This design comes from an exercise in tuning for small area, a short achievable clock period and few clock cycles per item on the open sky130 flow, not from production work.
In this exercise RTL edits were held to simulation tests only and were not proved equivalent to the original.

Design cordic_top, start of the top module:
module cordic_top (
    input  logic               clk,
    input  logic               rst,
    input  logic               valid_in,
    input  logic [31:0]        angle_ieee754,
    output logic signed [15:0] sin_ieee754,
    output logic signed [15:0] cos_ieee754,
    output logic               valid,
    output logic signed [2:0]  flip_out
);
Size: ~3400 cells after synthesis, about 22000 um2 of cells after synthesis.
Settings: LEC_CHECK=0, ABC_AREA=1, CAP_MARGIN=20, CORE_MARGIN=2, CORE_UTILIZATION=40, SETUP_SLACK_MARGIN=5, SLEW_MARGIN=20; clock period 12.0 ns.
run.sh (not shown) runs the stock make flow with config.mk's settings and CLKGATE_MAP_FILE= SYNTH_SCRIPT=/design/flow/synth_recipe.tcl, a recipe that flattens the netlist after the stock synthesis.
The first run completed with no timing, DRC or antenna violations.
Testbench counts at the start, summed over its fixed seeds: cycles 19,208, items 2,400.
Then changed:
--- a/flow/design.v
+++ b/flow/design.v
@@ -11,31 +11,33 @@
     output logic signed [2:0]  flip_out
 );
     logic       armed_q, s1_q, it_q, post_q, valid_q;
     logic [2:0] p_q;                   
     logic       idle, go;
     assign idle = ~(s1_q | it_q | post_q);
     assign go   = valid_in & armed_q & idle;
     logic [7:0]  w_e;
     logic        w_ok, w_neg;
+    logic        w_inr;
     logic [25:0] w_mm, w_fix;
-    logic [4:0]  w_sh;
+    logic [48:0] w_base;
     logic [8:0]  w_h;
     logic [3:0]  w_Q;
     logic [5:0]  w_rh;
     logic [22:0] w_r;
     always_comb begin
         w_e   = angle_ieee754[30:23];
         w_ok  = (w_e != 8'd0) && (w_e < 8'd137);
         w_neg = angle_ieee754[31] & w_ok;
         w_mm  = {1'b1, angle_ieee754[22:0], 2'b00};     
-        w_sh  = 5'(8'd136 - w_e);
-        w_fix = (w_e >= 8'd110 && w_e <= 8'd136) ? (w_mm >> w_sh) : 26'd0;
+        w_inr  = w_e[7] ? (w_e[6:0] <= 7'd8) : (w_e[6:0] >= 7'd110);
+        w_base = w_e[7] ? {w_mm, 23'd0} : {32'd0, w_mm[25:9]};
+        w_fix  = w_inr ? 26'(w_base >> (~w_e[4:0])) : 26'd0;
         w_h   = w_fix[25:17];
         if      (w_h >= 9'd495) w_Q = 4'd11;
         else if (w_h >= 9'd450) w_Q = 4'd10;
         else if (w_h >= 9'd405) w_Q = 4'd9;
         else if (w_h >= 9'd360) w_Q = 4'd8;
         else if (w_h >= 9'd315) w_Q = 4'd7;
         else if (w_h >= 9'd270) w_Q = 4'd6;
         else if (w_h >= 9'd225) w_Q = 4'd5;
         else if (w_h >= 9'd180) w_Q = 4'd4;
@@ -291,27 +293,43 @@
     logic [3:0]         w_x15h, w_y15h;
     logic               w_xc, w_xb0, w_yc, w_yb0;
     logic signed [5:0]  w_gx, w_gy, w_gs, w_gc;
     logic [18:0]        w_bs, w_bc;
     logic               w_ns, w_nc;
     logic signed [15:0] w_sin, w_cos;
     function automatic logic signed [15:0] round_q15(input logic [18:0] b,
                                                      input logic signed [5:0] g,
                                                      input logic n);
-        logic signed [20:0] t, s;
-        t = (n ? ~{2'b00, b} : {2'b00, b}) + 21'(n ? (6'sd3 - g) : (6'sd2 + g));
-        s = t >>> 2;
-        if (s > 21'sd32767)
-            round_q15 = 16'sh7FFF;
-        else if (s < -21'sd32768)
-            round_q15 = 16'sh8000;
-        else
-            round_q15 = 16'(s);
+        logic [20:0]        bb;
+        logic signed [5:0]  sm;
+        logic signed [7:0]  lo;
+        logic signed [14:0] hi, hc [0:2];
+        logic signed [15:0] res [0:2];
+        bb = n ? ~{2'b00, b} : {2'b00, b};
+        sm = n ? (6'sd3 - g) : (6'sd2 + g);
+        lo = {2'b00, bb[5:0]} + {{2{sm[5]}}, sm};
+        hi = bb[20:6];
+        hc[0] = hi - 15'sd1;
+        hc[1] = hi;
+        hc[2] = hi + 15'sd1;
+        for (int k = 0; k < 3; k++) begin
+            if (hc[k] >= 15'sd2048)
+                res[k] = 16'sh7FFF;
+            else if (hc[k] < -15'sd2048)
+                res[k] = 16'sh8000;
+            else
+                res[k] = {hc[k][11:0], lo[5:2]};
+        end
+        case (lo[7:6])
+            2'b11:   round_q15 = res[0];
+            2'b01:   round_q15 = res[2];
+            default: round_q15 = res[1];
+        endcase
     endfunction
     always_comb begin
         w_d14 = zu_q[15];
         w_d15 = zu_q[14];
         w_X   = x_q[17:14];
         w_Y   = y_q[17:14];
         w_yc  = (&y_q[14:4]) & (({1'b0, y_q[3:0]} + {1'b0, w_X}) >= 5'd16);
         w_yb0 = (~|y_q[14:4]) & (y_q[3:0] < w_X);
         w_y15h = y_q[18:15] + (w_d14 ? {3'd0, w_yc} : -{3'd0, w_yb0});
What happened: Global-route usage is lower by 0.78 points. Cell count is higher by 12%. Count of clock-buffer cells in the layout is lower by 1. Cell area is higher by 6.1%. Sequential share of layout area is lower by 0.62 points. Non-clock buffer count is lower by 40. Routed wire length is higher by 9.2%. Utilization is lower by 2.4 points.
Testbench counts after the change, summed over its fixed seeds: cycles 19,208, items 2,400.

afterwards: timing with drivers on the ports:
In the flow no input, the clock included, has a driving cell. The finished layouts below were timed again as built, in two steps. Step 1, drivers: a clkbuf_16 drives clk and a buf_2 each remaining input, both assumed. Step 2 moves the port delays by t, midway between the first and last clock arrival at a register: inputs arrive t later, outputs are due t later. That takes back most of the time a late clock gives input paths. a / b / c = no drivers / after step 1 / after step 2; a / b = the first two.
run | t, ns | slack for setup (ns) | clock arrival spread, ns
the first run | 0.542 | 4.977 / 4.977 / 4.936 | 0.021 / 0.022
the second run | 0.542 | 5.307 / 5.344 / 4.802 | 0.021 / 0.021
After both steps every run listed still meets setup and hold. For the second run, which loses most, drivers alone change the setup slack by +0.037 ns; drivers and shift together by -0.505 ns.
